What follows belongs to an exercise in optimizing a design on an open flow for a short achievable clock period and few clock cycles; a production flow would make more cautious choices.
The RTL was checked by simulation tests, not by an equivalence proof against the original design.
No activity file was given, so power comes from the tool's default toggle rates.

File: design/flow/config.mk
export PLATFORM = sky130hd
export DESIGN_NAME = cpuCore
export DESIGN_NICKNAME = cpuCore
export VERILOG_FILES = /design/flow/design.v
export SDC_FILE = /design/flow/constraint.sdc
export NUM_CORES = 8
export LEC_CHECK = 0
export CAP_MARGIN = 20
export CORE_MARGIN = 2
export CORE_UTILIZATION = 30
export SETUP_SLACK_MARGIN = 5
export SLEW_MARGIN = 20
export TNS_END_PERCENT = 5
File: design/flow/constraint.sdc
create_clock -name core_clock -period 10.0 [get_ports {clk}]
set_input_delay 2.0000 -clock core_clock [delete_from_list [all_inputs] [get_ports {clk}]]
set_output_delay 2.0000 -clock core_clock [all_outputs]
set_load 0.01 [all_outputs]
File: design/flow/design.v
`default_nettype none
package rvIsaPkg;
    typedef enum logic [6:0] {
        opcOp     = 7'b0110011,
        opcOpImm  = 7'b0010011,
        opcLoad   = 7'b0000011,
        opcStore  = 7'b0100011,
        opcBranch = 7'b1100011
    } opcode_t;
    localparam logic [2:0] funct3Add = 3'b000;  
    localparam logic [2:0] funct3Xor = 3'b100;
    localparam logic [2:0] funct3Or  = 3'b110;
    localparam logic [2:0] funct3And = 3'b111;
    localparam logic [2:0] funct3Beq = 3'b000;
    localparam logic [2:0] funct3Bne = 3'b001;
    localparam logic [2:0] funct3Ld  = 3'b011;  
    localparam logic [6:0] funct7Sub = 7'b0100000;
    localparam int opcodeLsb = 0;
    localparam int rdLsb     = 7;
    localparam int funct3Lsb = 12;
    localparam int rs1Lsb    = 15;
    localparam int rs2Lsb    = 20;
    localparam int funct7Lsb = 25;
endpackage
`default_nettype wire
`default_nettype none
package corePkg;
    localparam int xlen     = 64;
    localparam int regAddrW = 5;
    localparam int instW    = 32;
    localparam logic [xlen-1:0] resetPc = 64'h0000_0000_8000_0000;
    localparam int icIdxW  = 6;                  
    localparam int icTagLo = 3 + icIdxW;         
    localparam int icTagHi = 15;                 
    localparam int icPfWin = 40;                 
    localparam int btbIdxW = 5;
    localparam int btbTagW = 6;
    localparam int dcWays  = 8;
    localparam int dcWayW  = 3;
    localparam int mqDepth = 4;
    localparam int mqPtrW  = 2;
    localparam int iqDepth = 5;
    localparam int fwdM0 = 0;    
    localparam int fwdM1 = 1;    
    localparam int fwdW0 = 2;    
    localparam int fwdW1 = 3;    
    localparam int fwdRt = 4;    
    localparam int fwdRf = 5;    
endpackage
`default_nettype wire
`timescale 1ns/1ps
`default_nettype none
module instDecoder (
    input  logic [corePkg::instW-1:0]    inst,
    output logic [corePkg::regAddrW-1:0] rs1,
    output logic [corePkg::regAddrW-1:0] rs2,
    output logic [corePkg::regAddrW-1:0] rd,
    output logic [corePkg::xlen-1:0]     immI,
    output logic [corePkg::xlen-1:0]     immS,
    output logic [corePkg::xlen-1:0]     immB,
    output logic                         isAlu,     
    output logic                         useImm,    
    output logic [1:0]                   aluFn,     
    output logic                         aluSub,
    output logic                         isLoad,
    output logic                         isStore,
    output logic                         isBranch,
    output logic                         branchNe,
    output logic                         reads1,
    output logic                         reads2,
    output logic                         writes
);
    logic [6:0] opcode;
    logic [2:0] funct3;
    logic [6:0] funct7;
    logic       isOp;
    logic       isAddi;
    assign opcode = inst[6:0];
    assign funct3 = inst[14:12];
    assign funct7 = inst[31:25];
    assign rs1    = inst[19:15];
    assign rs2    = inst[24:20];
    assign rd     = inst[11:7];
    assign immI = {{52{inst[31]}}, inst[31:20]};
    assign immS = {{52{inst[31]}}, inst[31:25], inst[11:7]};
    assign immB = {{52{inst[31]}}, inst[7], inst[30:25], inst[11:8], 1'b0};
    assign isOp     = opcode == rvIsaPkg::opcOp &&
                      (funct3 == 3'b000 || funct3 == 3'b100 || funct3 == 3'b110 || funct3 == 3'b111);
    assign isAddi   = opcode == rvIsaPkg::opcOpImm && funct3 == 3'b000;
    assign isLoad   = opcode == rvIsaPkg::opcLoad && funct3 == 3'b011 && rd != '0;
    assign isStore  = opcode == rvIsaPkg::opcStore && funct3 == 3'b011;
    assign isBranch = opcode == rvIsaPkg::opcBranch && funct3[2:1] == 2'b00;
    assign branchNe = funct3[0];
    assign isAlu  = (isOp || isAddi) && rd != '0;
    assign useImm = isAddi;
    assign aluSub = funct7 == 7'b0100000 && funct3 == 3'b000 && !isAddi;
    assign aluFn  = isAddi ? 2'd0 :
                    funct3 == 3'b100 ? 2'd1 :
                    funct3 == 3'b110 ? 2'd2 :
                    funct3 == 3'b111 ? 2'd3 : 2'd0;
    assign reads1 = (isAlu || isLoad || isStore || isBranch) && rs1 != '0;
    assign reads2 = ((isOp && rd != '0) || isStore || isBranch) && rs2 != '0;
    assign writes = isAlu || isLoad;
endmodule
`default_nettype wire
`timescale 1ns/1ps
`default_nettype none
module regFile (
    input  logic                         clk,
    input  logic                         rstn,
    input  logic [3:0][4:0]              rdAddr,
    input  logic [2:0]                   wrEn,
    input  logic [2:0][4:0]              wrAddr,
    input  logic [2:0][63:0]             wrData,
    output logic [3:0][63:0]             rdData
);
    logic [63:0] regs [1:31];
    logic [31:1] written;
    always_ff @(posedge clk or negedge rstn) begin
        if (!rstn) begin
            written <= '0;
        end else begin
            for (int i = 1; i < 32; i++) begin
                for (int p = 0; p < 3; p++) begin
                    if (wrEn[p] && wrAddr[p] == 5'(i)) written[i] <= 1'b1;
                end
            end
        end
    end
    always_ff @(posedge clk) begin
        for (int i = 1; i < 32; i++) begin
            for (int p = 0; p < 3; p++) begin
                if (wrEn[p] && wrAddr[p] == 5'(i)) regs[i] <= wrData[p];
            end
        end
    end
    always_comb begin
        for (int r = 0; r < 4; r++) begin
            rdData[r] = '0;
            for (int i = 1; i < 32; i++) begin
                if (rdAddr[r] == 5'(i) && written[i]) rdData[r] = regs[i];
            end
            for (int p = 0; p < 3; p++) begin
                if (rdAddr[r] != '0 && wrEn[p] && wrAddr[p] == rdAddr[r]) rdData[r] = wrData[p];
            end
        end
    end
endmodule
`default_nettype wire
`timescale 1ns/1ps
`default_nettype none
module hazardUnit (
    input  logic [1:0][4:0] dRs1,
    input  logic [1:0][4:0] dRs2,
    input  logic [1:0][4:0] dRd,
    input  logic [1:0] dReads1,
    input  logic [1:0] dReads2,
    input  logic [1:0] dWrites,
    input  logic [1:0] eV,
    input  logic [1:0] eAlu,       
    input  logic [1:0] eLd,
    input  logic [1:0][4:0] eRd,
    input  logic [1:0] mV,
    input  logic [1:0] mWr,        
    input  logic [1:0][4:0] mRd,
    output logic [1:0][3:0] sel1,
    output logic [1:0][3:0] sel2,
    output logic [1:0] loadUse,
    output logic       dep
);
    function automatic logic [3:0] pick(input logic rd, input logic [4:0] rs);
        logic [3:0] s;
        s = '0;
        if (rd) begin
            if (eV[1] && eAlu[1] && eRd[1] == rs) s[corePkg::fwdM1] = 1'b1;
            else if (eV[0] && eAlu[0] && eRd[0] == rs) s[corePkg::fwdM0] = 1'b1;
            else if (mV[1] && mWr[1] && mRd[1] == rs) s[corePkg::fwdW1] = 1'b1;
            else if (mV[0] && mWr[0] && mRd[0] == rs) s[corePkg::fwdW0] = 1'b1;
        end
        pick = s;
    endfunction
    function automatic logic ldHit(input logic [4:0] r);
        ldHit = (eV[0] && eLd[0] && eRd[0] == r) || (eV[1] && eLd[1] && eRd[1] == r);
    endfunction
    for (genvar k = 0; k < 2; k++) begin : g_slot
        assign sel1[k]    = pick(dReads1[k], dRs1[k]);
        assign sel2[k]    = pick(dReads2[k], dRs2[k]);
        assign loadUse[k] = (dReads1[k] && ldHit(dRs1[k])) || (dReads2[k] && ldHit(dRs2[k])) ||
                            (dWrites[k] && ldHit(dRd[k]));
    end
    assign dep = dWrites[0] && ((dReads1[1] && dRs1[1] == dRd[0]) ||
                                (dReads2[1] && dRs2[1] == dRd[0]) ||
                                (dWrites[1] && dRd[1] == dRd[0]));
endmodule
`default_nettype wire
`timescale 1ns/1ps
`default_nettype none
module execUnit (
    input  logic [corePkg::xlen-1:0] opA,
    input  logic [corePkg::xlen-1:0] opB,
    input  logic [1:0]               aluFn,
    input  logic                     aluSub,
    output logic [corePkg::xlen-1:0] result,
    output logic                     equal
);
    logic [corePkg::xlen-1:0] sum;
    assign sum = aluSub ? opA - opB : opA + opB;
    always_comb begin
        case (aluFn)
            2'd1:    result = opA ^ opB;
            2'd2:    result = opA | opB;
            2'd3:    result = opA & opB;
            default: result = sum;
        endcase
    end
    assign equal = ~|(opA ^ opB);
endmodule
`default_nettype wire
`timescale 1ns/1ps
`default_nettype none
module memArbiter (
    input  logic                       clk,
    input  logic                       rstn,
    input  logic                       memReady,
    input  logic [corePkg::xlen-1:0]   memRdData,
    output logic                       memRdEn,
    output logic                       memWrEn,
    output logic [corePkg::xlen-1:0]   memAddr,
    output logic [corePkg::xlen-1:0]   memWrData,
    output logic                       memSize,
    input  logic                       enq,
    input  logic                       enqStore,
    input  logic [corePkg::xlen-1:0]   enqAddr,
    input  logic [corePkg::xlen-1:0]   enqData,
    input  logic [4:0]                 enqRd,
    input  logic                       enqFill,
    input  logic [corePkg::dcWayW-1:0] enqWay,
    output logic                       mqFull,
    input  logic                       fetchWant,
    input  logic                       fetchDemand,
    input  logic [63:3]                fetchLine,
    output logic                       fetchIssued,
    output logic                       fetchBusy,     
    output logic [63:3]                fetchBusyLine,
    output logic                       icFill,        
    output logic                       retValid,
    output logic [4:0]                 retRd,
    output logic [corePkg::xlen-1:0]   retData,
    output logic                       retFill,
    output logic [corePkg::dcWayW-1:0] retWay,
    output logic [4:0]                 nextRetRd,     
    output logic                       nextRetValid   
);
    localparam int D = corePkg::mqDepth;
    localparam int W = corePkg::mqPtrW;
    logic                       qStore [0:D-1];
    logic [corePkg::xlen-1:0]   qAddr  [0:D-1];
    logic [corePkg::xlen-1:0]   qData  [0:D-1];
    logic [4:0]                 qRd    [0:D-1];
    logic                       qFill  [0:D-1];
    logic [corePkg::dcWayW-1:0] qWay   [0:D-1];
    logic [W-1:0]               head, tail;
    logic [W:0]                 count;
    logic                       reqFetch, reqLoad;
    logic [4:0]                 reqRd;
    logic                       reqFill;
    logic [corePkg::dcWayW-1:0] reqWay;
    logic busy, canIssue, headValid, pickFetch, pickQueue, pickBypass, pop, bypass;
    logic dataAvail, dataStore;
    assign busy      = memRdEn || memWrEn;
    assign canIssue  = !busy || memReady;
    assign headValid = count != '0;
    assign mqFull    = count == (W+1)'(D);
    assign dataAvail  = headValid || enq;
    assign dataStore  = headValid ? qStore[head] : enqStore;
    assign pickFetch  = fetchWant && (!dataAvail || (fetchDemand && dataStore && !mqFull));
    assign pickQueue  = headValid && !pickFetch;
    assign pickBypass = !headValid && enq && !pickFetch;
    assign pop         = canIssue && pickQueue;
    assign bypass      = canIssue && pickBypass;
    assign fetchIssued = canIssue && pickFetch;
    assign fetchBusy     = busy && reqFetch;
    assign fetchBusyLine = memAddr[63:3];
    assign icFill        = memReady && reqFetch;
    always_ff @(posedge clk or negedge rstn) begin
        if (!rstn) begin
            memRdEn  <= 1'b0;
            memWrEn  <= 1'b0;
            reqFetch <= 1'b0;
            reqLoad  <= 1'b0;
            head     <= '0;
            tail     <= '0;
            count    <= '0;
            retValid <= 1'b0;
        end else begin
            retValid <= memReady && reqLoad;
            if (canIssue) begin
                memRdEn  <= pickFetch || (pickQueue && !qStore[head]) || (pickBypass && !enqStore);
                memWrEn  <= (pickQueue && qStore[head]) || (pickBypass && enqStore);
                reqFetch <= pickFetch;
                reqLoad  <= (pickQueue && !qStore[head]) || (pickBypass && !enqStore);
            end
            if (pop) head <= head + 1'b1;
            if (enq && !bypass) tail <= tail + 1'b1;
            count <= count + ((enq && !bypass) ? 1'b1 : 1'b0) - (pop ? 1'b1 : 1'b0);
        end
    end
    always_ff @(posedge clk) begin
        if (canIssue) begin
            if (pickFetch) begin
                memAddr <= {fetchLine, 3'b000};
            end else if (pickBypass) begin
                memAddr <= enqAddr;
            end else begin
                memAddr <= qAddr[head];
            end
            memWrData <= headValid ? qData[head] : enqData;
            reqRd     <= headValid ? qRd[head] : enqRd;
            reqFill   <= headValid ? qFill[head] : enqFill;
            reqWay    <= headValid ? qWay[head] : enqWay;
        end
        if (enq) begin
            qStore[tail] <= enqStore;
            qAddr[tail]  <= enqAddr;
            qData[tail]  <= enqData;
            qRd[tail]    <= enqRd;
            qFill[tail]  <= enqFill;
            qWay[tail]   <= enqWay;
        end
        if (memReady) begin
            retData <= memRdData;
        end
        retRd   <= reqRd;
        retFill <= reqFill;
        retWay  <= reqWay;
    end
    assign memSize   = 1'b1;
    assign nextRetRd    = reqRd;
    assign nextRetValid = memReady && reqLoad;
endmodule
`default_nettype wire
`timescale 1ns/1ps
`default_nettype none
module cpuCore (
    input  logic                     clk,
    input  logic                     rstn,
    input  logic                     memReady,
    input  logic [corePkg::xlen-1:0] memRdData,
    output logic                     memRdEn,
    output logic                     memWrEn,
    output logic [corePkg::xlen-1:0] memAddr,
    output logic [corePkg::xlen-1:0] memWrData,
    output logic                     memSize  
);
    localparam int IW  = corePkg::icIdxW;
    localparam int ICE = 1 << IW;
    localparam int TLO = corePkg::icTagLo;
    localparam int THI = corePkg::icTagHi;
    localparam int NW  = corePkg::dcWays;
    localparam int WW  = corePkg::dcWayW;
    localparam int BI  = corePkg::btbIdxW;
    localparam int BE  = 1 << BI;
    localparam int BT  = corePkg::btbTagW;
    localparam int QN  = corePkg::iqDepth;
    localparam int M0  = corePkg::fwdM0;
    localparam int M1  = corePkg::fwdM1;
    localparam int W0  = corePkg::fwdW0;
    localparam int W1  = corePkg::fwdW1;
    logic [63:2]     pc;
    logic [63:0]     icData [0:ICE-1];
    logic [THI:TLO]  icTag  [0:ICE-1];
    logic [ICE-1:0]  icValid;
    logic [63:THI+1] icRegion;
    logic [THI:3]    fL1;         
    logic            fCross;      
    logic [IW-1:0]   fIx0, fIx1;
    logic            fRegionOk, fH0, fH1;
    logic [63:0]     fD0, fD1;
    logic [31:0]     fI0, fI1;
    assign fL1       = pc[THI:3] + 1'b1;
    assign fCross    = &pc[THI:3];
    assign fIx0      = pc[IW+2:3];
    assign fIx1      = fL1[IW+2:3];
    assign fRegionOk = icRegion == pc[63:THI+1];
    assign fH0       = icValid[fIx0] && icTag[fIx0] == pc[THI:TLO] && fRegionOk;
    assign fH1       = icValid[fIx1] && icTag[fIx1] == fL1[THI:TLO] && fRegionOk && !fCross;
    assign fD0       = icData[fIx0];
    assign fD1       = icData[fIx1];
    assign fI0       = pc[2] ? fD0[63:32] : fD0[31:0];
    assign fI1       = pc[2] ? fD1[31:0] : fD0[63:32];
    logic [BE-1:0]    btbV;
    logic [BT-1:0]    btbTag [0:BE-1];
    logic [13:2]      btbTgt [0:BE-1];
    logic [1:0]       btbCtr [0:BE-1];
    logic [BI+BT+1:2] fPcLo1;
    logic [BI-1:0]    fBi0, fBi1;
    logic             fB0Hit, fB0T, fB1Hit, fB1T;
    logic             fV0, fV1;
    logic [63:2]      fNext;
    assign fPcLo1 = pc[BI+BT+1:2] + 1'b1;
    assign fBi0   = pc[BI+1:2];
    assign fBi1   = fPcLo1[BI+1:2];
    assign fB0Hit = btbV[fBi0] && btbTag[fBi0] == pc[BI+BT+1:BI+2];
    assign fB1Hit = btbV[fBi1] && btbTag[fBi1] == fPcLo1[BI+BT+1:BI+2];
    assign fB0T   = fB0Hit && btbCtr[fBi0][1];
    assign fB1T   = fB1Hit && btbCtr[fBi1][1];
    assign fV0    = fH0;
    assign fV1    = fH0 && (pc[2] ? fH1 : 1'b1) && !fB0T;
    assign fNext  = fB0T ? {pc[63:14], btbTgt[fBi0]} :
                    (fV1 && fB1T) ? {pc[63:14], btbTgt[fBi1]} :
                    fV1 ? pc + 62'd2 : pc + 62'd1;
    logic [1:0][11:0] fCtl;
    logic [1:0][31:0] fInst2;
    assign fInst2 = {fI1, fI0};
    for (genvar k = 0; k < 2; k++) begin : g_fdec
        logic [4:0]  unusedRs1, unusedRs2, unusedRd;
        logic [63:0] unusedImmI, unusedImmS, unusedImmB;
        instDecoder u_instDecoder (
            .inst(fInst2[k]), .rs1(unusedRs1), .rs2(unusedRs2), .rd(unusedRd),
            .immI(unusedImmI), .immS(unusedImmS), .immB(unusedImmB),
            .isAlu(fCtl[k][11]), .useImm(fCtl[k][10]), .aluFn(fCtl[k][9:8]), .aluSub(fCtl[k][7]),
            .isLoad(fCtl[k][6]), .isStore(fCtl[k][5]), .isBranch(fCtl[k][4]),
            .branchNe(fCtl[k][3]), .reads1(fCtl[k][2]), .reads2(fCtl[k][1]), .writes(fCtl[k][0])
        );
    end
    logic [31:0]   iqInst [0:QN-1];
    logic [63:2]   iqPc   [0:QN-1];
    logic [QN-1:0] iqBHit, iqBT;
    logic [13:2]   iqBTgt [0:QN-1];
    logic [1:0]    iqBCtr [0:QN-1];
    logic [QN-1:0] iqDone;            
    logic [11:0]   iqCtl  [0:QN-1];   
    logic [QN-1:0] qHead, qTail;      
    logic [2:0]    qCount;
    logic [QN-1:0] qHead1, qTail1;
    function automatic logic [QN-1:0] rotl(input logic [QN-1:0] p, input logic [1:0] n);
        case (n)
            2'd1:    rotl = {p[QN-2:0], p[QN-1]};
            2'd2:    rotl = {p[QN-3:0], p[QN-1:QN-2]};
            default: rotl = p;
        endcase
    endfunction
    logic [1:0][31:0] qInst;
    logic [1:0][63:2] qPc;
    logic [1:0]       qBHit, qBT, qDone;
    logic [1:0][13:2] qBTgt;
    logic [1:0][1:0]  qBCtr;
    logic [1:0][11:0] qCtl;
    assign qHead1 = rotl(qHead, 2'd1);
    assign qTail1 = rotl(qTail, 2'd1);
    always_comb begin
        qInst = '0;
        qPc   = '0;
        qBHit = '0;
        qBT   = '0;
        qDone = '0;
        qBTgt = '0;
        qBCtr = '0;
        qCtl  = '0;
        for (int i = 0; i < QN; i++) begin
            if (qHead[i]) begin
                qInst[0] = qInst[0] | iqInst[i];
                qPc[0]   = qPc[0] | iqPc[i];
                qBHit[0] = qBHit[0] | iqBHit[i];
                qBT[0]   = qBT[0] | iqBT[i];
                qDone[0] = qDone[0] | iqDone[i];
                qBTgt[0] = qBTgt[0] | iqBTgt[i];
                qBCtr[0] = qBCtr[0] | iqBCtr[i];
                qCtl[0]  = qCtl[0] | iqCtl[i];
            end
            if (qHead1[i]) begin
                qInst[1] = qInst[1] | iqInst[i];
                qPc[1]   = qPc[1] | iqPc[i];
                qBHit[1] = qBHit[1] | iqBHit[i];
                qBT[1]   = qBT[1] | iqBT[i];
                qDone[1] = qDone[1] | iqDone[i];
                qBTgt[1] = qBTgt[1] | iqBTgt[i];
                qBCtr[1] = qBCtr[1] | iqBCtr[i];
                qCtl[1]  = qCtl[1] | iqCtl[i];
            end
        end
    end
    logic [1:0]       dV;
    logic [1:0][4:0] dRs1;
    logic [1:0][4:0] dRs2;
    logic [1:0][4:0] dRd;
    logic [1:0][63:0] dImmI;
    logic [1:0][63:0] dImmS;
    logic [1:0][63:0] dImmB;
    logic [1:0]       dIsAlu, dUseImm, dAluSub, dIsLoad, dIsStore, dIsBranch, dBne;
    logic [1:0]       dReads1, dReads2, dWrites;
    logic [1:0][1:0] dAluFn;
    logic [1:0][63:2] dTarget;
    logic [1:0][63:2] dAlt;
    logic [1:0][63:2] dRedirTgt;
    logic [1:0]       dPredT, dFollowOk, dRedir, dCarry14;
    logic [1:0][13:2] dTgtLow;
    for (genvar k = 0; k < 2; k++) begin : g_dec
        assign dRs1[k]  = qInst[k][19:15];
        assign dRs2[k]  = qInst[k][24:20];
        assign dRd[k]   = qInst[k][11:7];
        assign dImmI[k] = {{52{qInst[k][31]}}, qInst[k][31:20]};
        assign dImmS[k] = {{52{qInst[k][31]}}, qInst[k][31:25], qInst[k][11:7]};
        assign dImmB[k] = {{52{qInst[k][31]}}, qInst[k][7], qInst[k][30:25], qInst[k][11:8], 1'b0};
        assign {dIsAlu[k], dUseImm[k], dAluFn[k], dAluSub[k], dIsLoad[k], dIsStore[k],
                dIsBranch[k], dBne[k], dReads1[k], dReads2[k], dWrites[k]} = qCtl[k];
        assign dV[k]       = qCount > 3'(k);
        assign dTarget[k]  = qPc[k] + dImmB[k][63:2];
        assign dPredT[k]   = dIsBranch[k] && (qBHit[k] ? qBCtr[k][1] : dImmB[k][63]);
        assign dAlt[k]     = dPredT[k] ? qPc[k] + 62'd1 : dTarget[k];
        assign {dCarry14[k], dTgtLow[k]} = {1'b0, qPc[k][13:2]} + {1'b0, dImmB[k][13:2]};
        assign dFollowOk[k] = qBT[k] && dTgtLow[k] == qBTgt[k] && dCarry14[k] == dImmB[k][63];
        assign dRedir[k]    = (dPredT[k] && !dFollowOk[k]) || (!dIsBranch[k] && qBT[k]);
        assign dRedirTgt[k] = dPredT[k] ? dTarget[k] : qPc[k] + 62'd1;
    end
    logic [1:0]  eVr, eV, eAlu, eLd, eSt, eBr, eBne, ePredT, eSub, eR1, eRB, eRSd, eBHit;
    logic [1:0][1:0] eAluFn;
    logic [1:0][4:0] eRs1;
    logic [1:0][4:0] eRs2;
    logic [1:0][4:0] eRd;
    logic [1:0][63:0] eA;
    logic [1:0][63:0] eB;
    logic [1:0][63:0] eSd;
    logic [1:0][5:0] eSelA;
    logic [1:0][5:0] eSelB;
    logic [1:0][5:0] eSelSd;
    logic [1:0][63:2] eAlt;
    logic [1:0][1:0] eBCtr;
    logic [1:0][BI+BT+1:2] ePcLo;
    logic [1:0][13:2] eTgtLo;
    logic [1:0]  mV, mAlu, mLd;
    logic [1:0][4:0] mRd;
    logic [1:0][63:0] mRes;
    logic        mMemV, mMemLd, mMemSt, mMemSlot;
    logic [4:0]  mMemRd;
    logic [63:0] mSd, mAddr;
    logic [1:0]  wWr;
    logic [1:0][4:0] wRd;
    logic [1:0][63:0] wRes;
    logic          retValid, retFill;
    logic [4:0]    retRd;
    logic [63:0]   retData;
    logic [WW-1:0] retWay;
    logic [31:0] pending;  
    logic [4:0]  nextRetRd;
    logic        nextRetValid;
    logic [1:0]  eRm1, eRm2, eRmD;  
    logic [3:0][4:0]  rfRa;
    logic [3:0][63:0] rfRd;
    logic [2:0]       rfWe;
    logic [2:0][4:0]  rfWa;
    logic [2:0][63:0] rfWd;
    assign rfRa = {dRs2[1], dRs1[1], dRs2[0], dRs1[0]};
    assign rfWe = {retValid, wWr[1], wWr[0]};
    assign rfWa = {retRd, wRd[1], wRd[0]};
    assign rfWd = {retData, wRes[1], wRes[0]};
    regFile u_regFile (
        .clk(clk), .rstn(rstn), .rdAddr(rfRa), .wrEn(rfWe), .wrAddr(rfWa), .wrData(rfWd),
        .rdData(rfRd)
    );
    logic [1:0] dLuse, dMem;
    logic       dDep, iss0, iss1, dRedirect, eAdv;
    logic [63:2] dRedirTarget;
    logic [1:0][3:0] dSel1;
    logic [1:0][3:0] dSel2;
    hazardUnit u_hazardUnit (
        .dRs1(dRs1), .dRs2(dRs2), .dRd(dRd),
        .dReads1(dReads1), .dReads2(dReads2), .dWrites(dWrites),
        .eV(eV), .eAlu(eAlu), .eLd(eLd), .eRd(eRd),
        .mV(mV), .mWr(mAlu | mLd), .mRd(mRd),
        .sel1(dSel1), .sel2(dSel2), .loadUse(dLuse), .dep(dDep)
    );
    assign dMem = dIsLoad | dIsStore;
    logic dRedir0, dRedir1;
    assign dRedir0      = dV[0] && dRedir[0] && !qDone[0];
    assign dRedir1      = dV[1] && dRedir[1] && !qDone[1] && !dRedir0;
    assign dRedirect    = dRedir0 || dRedir1;
    assign dRedirTarget = dRedir0 ? dRedirTgt[0] : dRedirTgt[1];
    assign iss0 = dV[0] && eAdv && !dLuse[0];
    assign iss1 = iss0 && dV[1] && !dLuse[1] && !dDep && !(dMem[0] && dMem[1]) &&
                  !(dIsBranch[0] && dIsBranch[1]);
    logic [1:0]  retHit1, retHit2, retHitD, eq, taken, wait_, mis;
    logic [1:0][63:0] opA;
    logic [1:0][63:0] opB;
    logic [1:0][63:0] opSd;
    logic [1:0][63:0] alu;
    logic        eStall, mStall, eRedirect, eMispredict, mqFull;
    logic [63:2] eMisTarget;
    logic [63:2] eRedirTarget;
    function automatic logic [63:0] operand(input logic [5:0] sel,
                                            input logic [63:0] regVal, input logic [63:0] ret,
                                            input logic [63:0] m0, input logic [63:0] m1,
                                            input logic [63:0] w0, input logic [63:0] w1);
        operand = ({64{sel[corePkg::fwdM0]}} & m0) | ({64{sel[corePkg::fwdM1]}} & m1) |
                  ({64{sel[corePkg::fwdW0]}} & w0) | ({64{sel[corePkg::fwdW1]}} & w1) |
                  ({64{sel[corePkg::fwdRt]}} & ret) | ({64{sel[corePkg::fwdRf]}} & regVal);
    endfunction
    function automatic logic [5:0] nextSel(input logic reads, input logic [4:0] rs,
                                           input logic [3:0] fwd);
        logic ret;
        ret = reads && nextRetValid && nextRetRd == rs;
        nextSel = ret ? 6'b010000 : (fwd == 4'b0000) ? 6'b100000 : {2'b00, fwd};
    endfunction
    for (genvar k = 0; k < 2; k++) begin : g_ex
        assign retHit1[k] = retValid && eRm1[k];
        assign retHit2[k] = retValid && eRm2[k];
        assign retHitD[k] = retValid && eRmD[k];
        assign opA[k]  = operand(eSelA[k], eA[k], retData, mRes[0], mRes[1], wRes[0], wRes[1]);
        assign opB[k]  = operand(eSelB[k], eB[k], retData, mRes[0], mRes[1], wRes[0], wRes[1]);
        assign opSd[k] = operand(eSelSd[k], eSd[k], retData, mRes[0], mRes[1], wRes[0], wRes[1]);
        execUnit u_execUnit (
            .opA(opA[k]), .opB(opB[k]), .aluFn(eAluFn[k]), .aluSub(eSub[k]),
            .result(alu[k]), .equal(eq[k])
        );
        assign taken[k] = eBne[k] ? !eq[k] : eq[k];
        assign wait_[k] = eV[k] && (
                          (eR1[k] && pending[eRs1[k]] && !retHit1[k]) ||
                          ((eRB[k] || eRSd[k]) && pending[eRs2[k]] && !retHit2[k]) ||
                          ((eAlu[k] || eLd[k]) && pending[eRd[k]] && !retHitD[k]));
        assign mis[k] = eV[k] && eBr[k] && (taken[k] != ePredT[k]);
    end
    assign eStall       = |wait_;
    assign mStall       = mMemV && mqFull;
    assign eAdv         = !mStall && !eStall;
    assign eMispredict  = eAdv && (mis[0] || mis[1]);
    assign eMisTarget   = mis[0] ? eAlt[0] : eAlt[1];
    logic        xRedir, xKeep;
    logic [63:2] xTarget;
    always_ff @(posedge clk or negedge rstn) begin
        if (!rstn) begin
            xRedir <= 1'b0;
        end else begin
            xRedir <= eMispredict;
        end
    end
    always_ff @(posedge clk) begin
        xTarget <= eMisTarget;
        xKeep   <= pfKeepE;
    end
    logic eKill1;
    always_ff @(posedge clk or negedge rstn) begin
        if (!rstn) begin
            eKill1 <= 1'b0;
        end else begin
            eKill1 <= iss1 && dRedir0 && !eRedirect;
        end
    end
    assign eV           = eVr & ~{2{xRedir}} & ~{eKill1, 1'b0};
    assign eRedirect    = xRedir;
    assign eRedirTarget = xTarget;
    logic          bSlot, bResolve, bTaken, bHit;
    logic [1:0]    bCtr;
    logic [BI-1:0] bIdx;
    assign bSlot    = !(eV[0] && eBr[0]);
    assign bResolve = eAdv && ((eV[0] && eBr[0]) || (eV[1] && eBr[1] && !mis[0]));
    assign bTaken   = taken[bSlot];
    assign bHit     = eBHit[bSlot];
    assign bCtr     = eBCtr[bSlot];
    assign bIdx     = ePcLo[bSlot][BI+1:2];
    logic          uValid, uTaken, uHit;
    logic [1:0]    uCtr;
    logic [BI-1:0] uIdx;
    logic [BT-1:0] uTag;
    logic [13:2]   uTgt;
    always_ff @(posedge clk or negedge rstn) begin
        if (!rstn) begin
            btbV   <= '0;
            uValid <= 1'b0;
        end else begin
            uValid <= bResolve;
            if (uValid && (uHit || uTaken)) begin
                btbV[uIdx] <= 1'b1;
            end
        end
    end
    always_ff @(posedge clk) begin
        uTaken <= bTaken;
        uHit   <= bHit;
        uCtr   <= bCtr;
        uIdx   <= bIdx;
        uTag   <= ePcLo[bSlot][BI+BT+1:BI+2];
        uTgt   <= eTgtLo[bSlot];
        if (uValid) begin
            if (uHit) begin
                if (uTaken && uCtr != 2'b11) btbCtr[uIdx] <= uCtr + 1'b1;
                if (!uTaken && uCtr != 2'b00) btbCtr[uIdx] <= uCtr - 1'b1;
            end else if (uTaken) begin
                btbCtr[uIdx] <= 2'b10;
                btbTag[uIdx] <= uTag;
                btbTgt[uIdx] <= uTgt;
            end
        end
    end
    logic [63:3]   dcTag  [0:NW-1];
    logic [63:0]   dcData [0:NW-1];
    logic [NW-1:0] dcV, dcP;      
    logic [WW-1:0] dcPtr;
    logic [NW-1:0] dcHitVec;
    logic          dcHitValid, dcHitPend, dcHitAny;
    logic [63:0]   dcRdData;
    logic          mGo, enq;
    assign mAddr = mMemSlot ? mRes[1] : mRes[0];
    always_comb begin
        dcRdData = '0;
        for (int i = 0; i < NW; i++) begin
            dcHitVec[i] = (dcV[i] || dcP[i]) && dcTag[i] == mAddr[63:3];
            if (dcHitVec[i] && dcV[i]) dcRdData = dcRdData | dcData[i];
        end
    end
    assign dcHitValid = |(dcHitVec & dcV);
    assign dcHitPend  = |(dcHitVec & dcP);
    assign dcHitAny   = |dcHitVec;
    assign mGo = !mStall;
    assign enq = mGo && mMemV && (mMemSt || (mMemLd && !dcHitValid));
    always_ff @(posedge clk or negedge rstn) begin
        if (!rstn) begin
            dcV   <= '0;
            dcP   <= '0;
            dcPtr <= '0;
        end else begin
            if (retValid && retFill && dcP[retWay]) begin
                dcV[retWay] <= 1'b1;
                dcP[retWay] <= 1'b0;
            end
            if (mGo && mMemV && mMemSt) begin
                if (dcHitAny) begin
                    dcV <= dcV | dcHitVec;
                    dcP <= dcP & ~dcHitVec;
                end else begin
                    dcV[dcPtr] <= 1'b1;
                    dcP[dcPtr] <= 1'b0;
                    dcPtr      <= dcPtr + 1'b1;
                end
            end else if (mGo && mMemV && mMemLd && !dcHitValid && !dcHitPend) begin
                dcV[dcPtr] <= 1'b0;
                dcP[dcPtr] <= 1'b1;
                dcPtr      <= dcPtr + 1'b1;
            end
        end
    end
    always_ff @(posedge clk) begin
        if (retValid && retFill && dcP[retWay]) begin
            dcData[retWay] <= retData;
        end
        for (int i = 0; i < NW; i++) begin
            if (mGo && mMemV && mMemSt && (dcHitAny ? dcHitVec[i] : dcPtr == WW'(i))) begin
                dcData[i] <= mSd;
            end
            if (mGo && mMemV && ((mMemSt && !dcHitAny) || (mMemLd && !dcHitValid && !dcHitPend)) &&
                dcPtr == WW'(i)) begin
                dcTag[i] <= mAddr[63:3];
            end
        end
    end
    logic        fetchWant, fetchDemand, fetchIssued, fetchBusy, icFill;
    logic [63:3] fetchBusyLine;
    logic [63:3] pfLine;
    memArbiter u_memArbiter (
        .clk(clk), .rstn(rstn), .memReady(memReady), .memRdData(memRdData),
        .memRdEn(memRdEn), .memWrEn(memWrEn), .memAddr(memAddr),
        .memWrData(memWrData), .memSize(memSize),
        .enq(enq), .enqStore(mMemSt), .enqAddr(mAddr), .enqData(mSd), .enqRd(mMemRd),
        .enqFill(!dcHitPend), .enqWay(dcPtr), .mqFull(mqFull),
        .fetchWant(fetchWant), .fetchDemand(fetchDemand), .fetchLine(pfReqLine),
        .fetchIssued(fetchIssued), .fetchBusy(fetchBusy), .fetchBusyLine(fetchBusyLine),
        .icFill(icFill),
        .retValid(retValid), .retRd(retRd), .retData(retData), .retFill(retFill), .retWay(retWay),
        .nextRetRd(nextRetRd), .nextRetValid(nextRetValid)
    );
    logic [IW-1:0] pfIdx;
    logic          pfPresent, pfInflight, pfInWin, pcInflight, pfSkip, pfTake;
    logic [7:0]    pfDist;
    logic          pfKeepE;
    logic          pfReq;           
    logic [63:3]   pfReqLine;
    assign pfIdx      = pfLine[IW+2:3];
    assign pfPresent  = icValid[pfIdx] && icTag[pfIdx] == pfLine[THI:TLO] &&
                        icRegion == pfLine[63:THI+1];
    assign pfInflight = fetchBusy && fetchBusyLine == pfLine;
    assign pcInflight = fetchBusy && fetchBusyLine == pc[63:3];
    assign pfDist     = pfLine[10:3] - pc[10:3];
    assign pfInWin    = pfDist < 8'(corePkg::icPfWin);
    assign pfSkip     = pfInWin && (pfPresent || pfInflight);
    assign pfTake     = pfInWin && !pfPresent && !pfInflight && (!pfReq || fetchIssued);
    assign fetchWant  = pfReq;
    assign fetchDemand = pfReqLine == pc[63:3];
    logic [7:0] pfDistE0, pfDistE1;
    assign pfDistE0 = pfLine[10:3] - eAlt[0][10:3];
    assign pfDistE1 = pfLine[10:3] - eAlt[1][10:3];
    assign pfKeepE  = mis[0] ? !pfDistE0[7] : !pfDistE1[7];
    always_ff @(posedge clk or negedge rstn) begin
        if (!rstn) begin
            pfLine <= corePkg::resetPc[63:3];
            pfReq  <= 1'b0;
        end else if (eRedirect) begin
            if (!xKeep) begin
                pfLine <= eRedirTarget[63:3];
                pfReq  <= 1'b0;
            end else if (fetchIssued) begin
                pfReq  <= 1'b0;
            end
        end else if (!fH0 && !pcInflight && pfLine != pc[63:3] && !(pfReq && fetchDemand)) begin
            pfLine <= pc[63:3];
            pfReq  <= 1'b0;
        end else begin
            if (pfSkip || pfTake) pfLine <= pfLine + 1'b1;
            if (pfTake) pfReq <= 1'b1;
            else if (fetchIssued) pfReq <= 1'b0;
        end
    end
    always_ff @(posedge clk) begin
        if (pfTake) pfReqLine <= pfLine;
    end
    logic [IW-1:0] fillIdx;
    assign fillIdx = fetchBusyLine[IW+2:3];
    always_ff @(posedge clk or negedge rstn) begin
        if (!rstn) begin
            icValid  <= '0;
            icRegion <= corePkg::resetPc[63:THI+1];
        end else if (icFill) begin
            if (icRegion != fetchBusyLine[63:THI+1]) begin
                icRegion <= fetchBusyLine[63:THI+1];
                icValid  <= '0;
            end
            icValid[fillIdx] <= 1'b1;
        end
    end
    always_ff @(posedge clk) begin
        if (icFill) begin
            icData[fillIdx] <= memRdData;
            icTag[fillIdx]  <= fetchBusyLine[THI:TLO];
        end
    end
    logic       fFire;
    logic [1:0] pop, pushN, keep, popK;
    assign fFire  = fV0 && qCount <= 3'(QN - 2) && !eRedirect && !dRedirect;
    assign pop    = {1'b0, iss0} + {1'b0, iss1};
    assign pushN  = fFire ? (fV1 ? 2'd2 : 2'd1) : 2'd0;
    assign keep   = dRedir0 ? 2'd1 : 2'd2;    
    assign popK   = dRedir0 ? {1'b0, iss0} : pop;
    logic [2:0] qCountNext;
    always_comb begin
        case ({pop, pushN})
            4'b0000, 4'b0101, 4'b1010: qCountNext = qCount;
            4'b0001, 4'b0110:          qCountNext = qCount + 3'd1;
            4'b0010:                   qCountNext = qCount + 3'd2;
            4'b0100, 4'b1001:          qCountNext = qCount - 3'd1;
            4'b1000:                   qCountNext = qCount - 3'd2;
            default:                   qCountNext = qCount;
        endcase
    end
    always_ff @(posedge clk or negedge rstn) begin
        if (!rstn) begin
            pc     <= corePkg::resetPc[63:2];
            qHead  <= QN'(1);
            qTail  <= QN'(1);
            qCount <= '0;
            iqDone <= '0;
        end else if (eRedirect) begin
            pc     <= eRedirTarget;
            qHead  <= QN'(1);
            qTail  <= QN'(1);
            qCount <= '0;
        end else if (dRedirect) begin
            pc     <= dRedirTarget;
            qHead  <= rotl(qHead, popK);
            qTail  <= rotl(qHead, keep);
            qCount <= {1'b0, keep} - {1'b0, popK};
            if (dRedir0) iqDone <= iqDone | qHead;
            else iqDone <= iqDone | qHead1;
        end else begin
            if (fFire) pc <= fNext;
            qHead  <= rotl(qHead, pop);
            qTail  <= rotl(qTail, pushN);
            qCount <= qCountNext;
            if (fWrite) iqDone <= iqDone & ~qTail & ~(fV1 ? qTail1 : '0);
        end
    end
    logic fWrite;
    assign fWrite = fV0 && qCount <= 3'(QN - 2);
    always_ff @(posedge clk) begin
        for (int i = 0; i < QN; i++) begin
            if (fWrite && qTail[i]) begin
                iqInst[i] <= fI0;
                iqPc[i]   <= pc;
                iqBHit[i] <= fB0Hit;
                iqBT[i]   <= fB0T;
                iqBTgt[i] <= btbTgt[fBi0];
                iqBCtr[i] <= btbCtr[fBi0];
                iqCtl[i]  <= fCtl[0];
            end
            if (fWrite && fV1 && qTail1[i]) begin
                iqInst[i] <= fI1;
                iqPc[i]   <= pc + 62'd1;
                iqBHit[i] <= fB1Hit;
                iqBT[i]   <= fB1T;
                iqBTgt[i] <= btbTgt[fBi1];
                iqBCtr[i] <= btbCtr[fBi1];
                iqCtl[i]  <= fCtl[1];
            end
        end
    end
    logic [1:0] issue;
    logic       memSlotE;
    assign issue    = {iss1, iss0};
    assign memSlotE = !(eV[0] && (eLd[0] || eSt[0]));
    always_ff @(posedge clk or negedge rstn) begin
        if (!rstn) begin
            eVr     <= '0;
            mV      <= '0;
            mMemV   <= 1'b0;
            wWr     <= '0;
            pending <= '0;
        end else begin
            if (eRedirect) begin
                eVr <= 2'b00;
            end else if (eAdv) begin
                eVr <= issue;
            end else if (eKill1) begin
                eVr[1] <= 1'b0;
            end
            if (!mStall) begin
                mV[0] <= eV[0] && eAdv;
                mV[1] <= eV[1] && eAdv && !mis[0];
                mMemV <= eAdv && ((eV[0] && (eLd[0] || eSt[0])) ||
                                  (eV[1] && (eLd[1] || eSt[1]) && !mis[0]));
            end
            for (int k = 0; k < 2; k++) begin
                wWr[k] <= mGo && mV[k] && (mAlu[k] || (mLd[k] && dcHitValid));
            end
            if (retValid) pending[retRd] <= 1'b0;
            if (mGo && mMemV && mMemLd && !dcHitValid) pending[mMemRd] <= 1'b1;
        end
    end
    always_ff @(posedge clk) begin
        for (int k = 0; k < 2; k++) begin
            if (eAdv) begin
                eAlu[k]   <= dIsAlu[k];
                eLd[k]    <= dIsLoad[k];
                eSt[k]    <= dIsStore[k];
                eBr[k]    <= dIsBranch[k];
                eBne[k]   <= dBne[k];
                ePredT[k] <= dPredT[k];
                eAluFn[k] <= dAluFn[k];
                eSub[k]   <= dAluSub[k];
                eRs1[k]   <= dRs1[k];
                eRs2[k]   <= dRs2[k];
                eRd[k]    <= dRd[k];
                eR1[k]    <= dReads1[k];
                eRB[k]    <= dReads2[k] && !dIsStore[k];
                eRSd[k]   <= dReads2[k] && dIsStore[k];
                eA[k]     <= rfRd[2*k];
                eB[k]     <= dIsStore[k] ? dImmS[k] : (dUseImm[k] || dIsLoad[k]) ? dImmI[k] : rfRd[2*k+1];
                eSd[k]    <= rfRd[2*k+1];
                eSelA[k]  <= nextSel(dReads1[k], dRs1[k], dSel1[k]);
                eSelB[k]  <= nextSel(dReads2[k] && !dIsStore[k], dRs2[k],
                                     dIsStore[k] ? 4'b0000 : dSel2[k]);
                eSelSd[k] <= nextSel(dReads2[k] && dIsStore[k], dRs2[k],
                                     dIsStore[k] ? dSel2[k] : 4'b0000);
                eAlt[k]   <= dAlt[k];
                eBHit[k]  <= qBHit[k];
                eBCtr[k]  <= qBCtr[k];
                ePcLo[k]  <= qPc[k][BI+BT+1:2];
                eTgtLo[k] <= dTarget[k][13:2];
                eRm1[k]   <= nextRetRd == dRs1[k];
                eRm2[k]   <= nextRetRd == dRs2[k];
                eRmD[k]   <= nextRetRd == dRd[k];
            end else begin
                eRm1[k]   <= nextRetRd == eRs1[k];
                eRm2[k]   <= nextRetRd == eRs2[k];
                eRmD[k]   <= nextRetRd == eRd[k];
                eA[k]     <= opA[k];
                eB[k]     <= opB[k];
                eSd[k]    <= opSd[k];
                eSelA[k]  <= nextSel(eR1[k], eRs1[k], 4'b0000);
                eSelB[k]  <= nextSel(eRB[k], eRs2[k], 4'b0000);
                eSelSd[k] <= nextSel(eRSd[k], eRs2[k], 4'b0000);
            end
            if (!mStall) begin
                mAlu[k] <= eAlu[k];
                mLd[k]  <= eLd[k];
                mRd[k]  <= eRd[k];
                mRes[k] <= alu[k];
            end
            wRd[k]  <= mRd[k];
            wRes[k] <= mLd[k] ? dcRdData : mRes[k];
        end
        if (!mStall) begin
            mMemLd   <= memSlotE ? eLd[1] : eLd[0];
            mMemSt   <= memSlotE ? eSt[1] : eSt[0];
            mMemRd   <= memSlotE ? eRd[1] : eRd[0];
            mMemSlot <= memSlotE;
            mSd      <= memSlotE ? opSd[1] : opSd[0];
        end
    end
endmodule
`default_nettype wire
File: design/flow/run.sh
#!/bin/bash
# synth_recipe.tcl (not shown) runs the flow's synth.tcl, then flattens the netlist and writes it again
# the make line also repeats each setting of config.mk as NAME=value (left out here)
make -C /OpenROAD-flow-scripts/flow DESIGN_CONFIG=/design/flow/config.mk WORK_HOME=/design/flow/orfs CLKGATE_MAP_FILE= SYNTH_SCRIPT=/design/flow/synth_recipe.tcl finish
==> results by group <==
Outcome
  • Status: did not finish
  • Step where the flow halted: global routing (5_1_grt)
  • First Err: [ERROR GRT-0232] Routing congestion too high. Check the congestion heatmap in the GUI.

Logic synthesis
  • EDFF count, synth: between 9000 and 10000
  • Yosys reg bits: 11039
  • Yosys top cell area share: 50.0%
  • Syn. warnings: 12
  • Area leader, netlist: edfxtp_1
  • Synth Flop Type: edfxtp_1
  • Syn Nets: 49513
  • Async set or reset register ratio after synthesis: 3.53%
  • Unique masters post-synth: 129
  • Sequential share of the synthesized area: between 50% and 60%
  • Cell Area, Synth: 0.599 mm²
  • Ranking of synthesized cells by area: edfxtp_1, mux4_2, mux2i_1, a22oi_1, a21oi_1
  • Mean Syn Cell Area: roughly 12 µm²
  • Synth cell count leaders: edfxtp_1, nor2_1, nand2_1, clkbuf_1, a21oi_1
  • Most frequent cell after synthesis: edfxtp_1
  • Cells after synthesis: 48862

Clock tree
  • H-Tree Depth: 7
  • Clk root buf: clkbuf_16
  • Clock sinks: 11039
  • TritonCTS Buffers: 1291
  • Hold buffer count at CTS: 0
  • CTS Buffer Depth: 6

Floorplan
  • Die Width: 1420 µm
  • Initial core utilization: 30.0%
  • Die Ht: 1420 µm
  • IO Pins: 198
  • Site row count: 519

Global route
  • Largest net degree at the start of global routing: between 100 and 150
  • Total grt overflow: 2
  • Gr usage total: 36.7%

Placed design
  • PortBufs: 196
  • Gpl congestion: roughly 1.1
  • Post-DP HPWL: 2490000 µm
## metal layers
metal	GRT overflow	global-route usage, %
met1	0	42.1
met5	0	5.86
met2	0	48.6
met4	0	29.5
met3	2	21.3
## worst max-delay path by stage
stage	slack, ps	endpoint	from
after floorplan	3630	pc[38]	qHead[4]
after global placement	970	eA[121]	qHead[4]
after detailed placement	2000	mRes[61]	u_memArbiter.retData[5]
after CTS	3840	mRes[58]	eSelB[0]
## logic make-up after synthesis
logic type                 share of synthesized area, %
xor gates and xnor gates                           2.62
buffers and inverters                              3.89
muxes                                              16.1
DFF                                                53.9
other                                          0.000626
AOI/OAI and AO/OA                                  14.1
adders and majority gates                          1.23
and+or+nand+nor                                    8.19
## power groups by stage
| stage | Clock, mW | Sequential, mW | Combinational, mW |
|---|---|---|---|
| after floorplan | 0 | 52.9 | 3.48 |
| after global placement | 0 | 53.7 | 7.30 |
| after CTS | 47.9 | 52.7 | 7.49 |
| after detailed placement | 0 | 53.7 | 7.35 |
## stage by stage
| stage | instance area, µm² | cells | power, mW | worst slack [ps] |
|---|---|---|---|---|
| 4_1_cts | 708000 | 76878 | 108 | 3840 |
| 2_1_floorplan | 600000 | 48862 | 56.4 | 3630 |
| 3_3_place_gp | 642000 | 73410 | 61.0 | 970 |
| 3_5_place_dp | 642000 | 73432 | 61.0 | 2000 |
## what timing repair did
item	4_1_cts
gates resized for setup	2364
cloned	190
setup buffers	947
pin swaps	414
setup endpoints to repair	5630
Testbench counts, summed over its fixed seeds: cycles 28,389.
